From an optimization exercise on the open Yosys and OpenROAD flow, aimed at small area, a short achievable clock period and few clock cycles per item; shortcuts taken in it are not production practice.
Function was checked by simulation only, so behaviour that the tests miss may differ from the original.

== the previous run ==
## halton_sequence_generator_unit
module halton_sequence_generator_unit #(
	parameter int DIMS       = 8,
	parameter int FRAC_WIDTH = 16
) (
	input  logic        clk,
	input  logic        arst_n,
	input  logic        s_tvalid,
	output logic        s_tready,
	input  logic [15:0] s_tdata,    
	output logic        m_tvalid,
	input  logic        m_tready,
	output logic [71:0] m_tdata,    
	output logic [0:0]  m_tuser,    
	output logic        m_tlast,
	input  logic        cfg_valid,
	output logic        cfg_ready,
	input  logic [3:0]  cfg_data    
);
Size in the first run: roughly 100 I/O pins.
make LEC_CHECK=0 CAP_MARGIN=20 CORE_MARGIN=2 CORE_UTILIZATION=55 SETUP_SLACK_MARGIN=5.0 SLEW_MARGIN=20 finish   # period 10.0 ns
run.sh (not shown) runs the stock make flow with config.mk's settings and CLKGATE_MAP_FILE= SYNTH_SCRIPT=/design/flow/synth_recipe.tcl, a recipe that flattens the netlist after the stock synthesis.
Testbench counts of the previous run, summed over its fixed seeds: cycles 3,136, items 384.
Setup changes, the previous run to the current run
--- a/flow/design.v
+++ b/flow/design.v
@@ -2188,18 +2188,16 @@
 		end else begin
 			if (cfg_valid)
 				active_q <= cfg_data;
 			sr_q  <= adv ? sr_n[1]  : sr_n[0];
 			nv_q  <= adv ? nv_n[1]  : nv_n[0];
 			noc_q <= adv ? noc_n[1] : noc_n[0];
 			cv_q  <= adv ? cv_n[1]  : cv_n[0];
-			if (adv) begin
-				q_q  <= q_n[1];
-				qh_q <= qh_n[1];
-			end
+			q_q   <= adv ? q_n[1]   : q_n[0];
+			qh_q  <= adv ? qh_n[1]  : qh_n[0];
 			ov_q  <= adv ? avail : 1'b1;
 		end
 	end
 	always_ff @(posedge clk) begin
 		if (accept)
 			n_q <= {cap, s_tdata[8:1], s_tdata[0]};
 		if (adv ? cl_n[1] : cl_n[0])
@@ -2287,15 +2285,14 @@
 	logic [1:0]      ph_q;
 	logic            took_q;
 	logic [2:0]      j_q;
 	logic            done_q;
 	logic [K*DB-1:0] ring_q;
 	logic [ND*DB-1:0] sh_q;     
 	logic [3:0]      cy_q;      
-	logic [DB:0]     u_q;       
 	logic [W-1:0]    acc_q;
 	logic [3:0]      k_q;
 	logic            ovf_q;
 	logic [DB-1:0]   x_q;       
 	logic            part_q;    
 	logic            upd_q;     
 	logic            sat_q;     
@@ -2311,21 +2308,16 @@
 	assign step      = (ph_q == S_RUN);
 	logic [DB+1:0]    t;
 	logic [1:0]       co;
 	logic             one_dig;
 	logic [DB-1:0]    r;
 	logic [6:0]       hx;        
 	logic [ND*DB-1:0] hd;
-	hsg_add #(.W(DB+2), .N(2)) u_tadd (
-		.a((DB+2)'(u_q)), .b((DB+2)'(cy_q)), .c('0), .cin(1'b0), .y(t));
-	logic [DB-1:0] un_a, un_b;
-	logic [DB:0]   u_new;
-	assign un_a  = step ? ring_q[2*DB-1:DB] : (clr ? '0 : ring_q[DB-1:0]);
-	assign un_b  = step ? sh_q[2*DB-1:DB] : hd[DB-1:0];
-	assign u_new = (DB+1)'(un_a) + (DB+1)'(un_b);
+	hsg_add #(.W(DB+2), .N(3)) u_tadd (
+		.a((DB+2)'(ring_q[DB-1:0])), .b((DB+2)'(sh_q[DB-1:0])), .c((DB+2)'(cy_q)), .cin(1'b0), .y(t));
 	logic [5:0]       t6;
 	assign t6 = 6'(t);
 	generate
 		if (B == 9) begin : g_t9
 			assign hd = hsg_pkg::hdig9(n_s[7:4]);
 			assign {co, one_dig, r} = hsg_pkg::gnorm9(t6);
 			assign hx = hsg_pkg::henc9({part_q, x_q});
@@ -2447,21 +2439,19 @@
 		kd_q   <= step && done_now;
 		kz_q   <= (r == '0);
 		x_q    <= r;
 		part_q <= part;
 		if (start_run) begin
 			sh_q   <= hd;
 			cy_q   <= n_s[3:0];
-			u_q    <= u_new;
 			j_q    <= 3'd0;
 			done_q <= 1'b0;
 		end else if (step) begin
 			sh_q   <= {{DB{1'b0}}, sh_q[ND*DB-1:DB]};
 			cy_q   <= 4'(co);
-			u_q    <= u_new;
 			j_q    <= j_q + 3'd1;
 			done_q <= done_q || done_now;
 		end
 		if (start_run)
 			acc_q <= '0;
 		else if (sat_q)
 			acc_q <= NUM_MAX;
@@ -2484,43 +2474,39 @@
 	input  logic         xfer,
 	output logic         hold,
 	output logic         taken,
 	output logic [14:0]  num,
 	output logic [3:0]   k,
 	output logic         ovf
 );
-	logic        hold_q, took_q, ovf_q, hi_q, len_q, fresh_q, rst_e, cf_q;
+	logic        hold_q, took_q, ovf_q, len_q, fresh_q, rst_e;
 	logic [14:0] n_q;
 	logic [3:0]  k_q;
 	logic        act, start;
-	logic [8:0]  lo;
-	logic [7:0]  hi;
+	logic [15:0] sum;
 	logic [3:0]  len;
 	assign act   = (n_c != 4'd0);
-	assign start = !hold_q && !hi_q && !len_q && n_valid && !took_q;
+	assign start = !hold_q && !len_q && n_valid && !took_q;
 	assign rst_e = n_rst || fresh_q;
-	hsg_add #(.W(9), .N(2)) u_add (.a({1'b0, rst_e ? 8'd0 : n_q[7:0]}), .b({1'b0, n_s}), .c(9'd0), .cin(1'b0), .y(lo));
-	assign hi = {1'b0, n_q[14:8]} + {7'd0, cf_q};
+	hsg_add #(.W(16), .N(2)) u_add (.a({1'b0, n_q}), .b({8'd0, n_s}), .c(16'd0), .cin(1'b0), .y(sum));
 	always_comb begin
 		len = 4'd0;
 		for (int i = 0; i < 15; i++)
 			if (n_q[i])
 				len = 4'(i + 1);
 	end
 	always_ff @(posedge clk or negedge arst_n) begin
 		if (!arst_n) begin
 			hold_q  <= 1'b0;
-			hi_q    <= 1'b0;
 			len_q   <= 1'b0;
 			took_q  <= 1'b0;
 			fresh_q <= 1'b1;
 		end else begin
 			took_q <= n_valid && (took_q || start);
-			hi_q  <= start && act;
-			len_q <= hi_q;
+			len_q <= start && act;
 			if (start)
 				fresh_q <= 1'b0;
 			if (len_q)
 				hold_q <= 1'b1;
 			if (hold_q && xfer)
 				hold_q <= 1'b0;
 		end
@@ -2529,25 +2515,22 @@
 		if (len_q)
 			k_q <= len;
 		if (start && rst_e) begin
 			n_q   <= 15'd0;
 			k_q   <= 4'd0;
 			ovf_q <= 1'b0;
 		end
-		cf_q <= 1'b0;
-		if (start && act && (rst_e || !ovf_q)) begin
-			n_q[7:0] <= lo[7:0];
-			cf_q     <= lo[8];
-		end
-		if (hi_q) begin
-			if (hi[7]) begin
+		if (start && act && rst_e) begin
+			n_q   <= 15'(n_s);
+		end else if (start && act && !ovf_q) begin
+			if (sum[15]) begin
 				n_q   <= 15'h7fff;
 				ovf_q <= 1'b1;
 			end else begin
-				n_q[14:8] <= hi[6:0];
+				n_q   <= sum[14:0];
 			end
 		end
 	end
 	logic [14:0] rv, s1, s2, s4;
 	always_comb begin
 		for (int i = 0; i < 15; i++)
 			rv[i] = n_q[14-i];
## What came out
Compared with the previous run, in the current run floorplan row count fell 1, highest attainable clock frequency moved down, met1 layer usage reported by global route shrank by 0.64 points, routing usage on met2 now sits lower. Diff the current run..the previous run | fraction of area in non-clock buffers | negligible. Compared to the previous run, the current run has post-placement cell count about 3.3% lower. From the previous run to the current run the numbers moved as follows: initial cell density of the core saw a decrease; finished layout cell area saw a decrease. Sequential cell count: the current run < the previous run.
Testbench counts of the current run, summed over its fixed seeds: cycles 3,136, items 384.

static timing again, ports no longer ideal:
The results above use ideal ports. As a check the final layouts listed here were re-extracted and re-timed, cells and wires unchanged.
Step 1 sets driving cells, clkbuf_16 on the clock port and buf_2 on the other inputs (assumed; they add their load-dependent delay and slew).
Step 2 moves the port delays by t, midway between the first and last clock arrival at a register: inputs arrive t later, outputs are due t later. That takes back most of the time a late clock gives input paths.
a / b / c = ideal / step 1 / step 2; a / b = the first two.
run	t (ns)	setup WS [ns]	worst hold slack (ns)	worst register clock-pin slew, ns	cell pins on the clock port's net
the previous run	0.718	5.892 / 5.892 / 5.447	0.462 / 0.462 / 0.462	0.07 / 0.07	1
the current run	0.700	5.776 / 5.776 / 5.776	0.441 / 0.441 / 0.441	0.07 / 0.07	1
After both steps every run listed still meets setup and hold. For the previous run, which loses most, drivers alone change the setup slack by 0.000 ns; drivers and shift together by -0.445 ns.
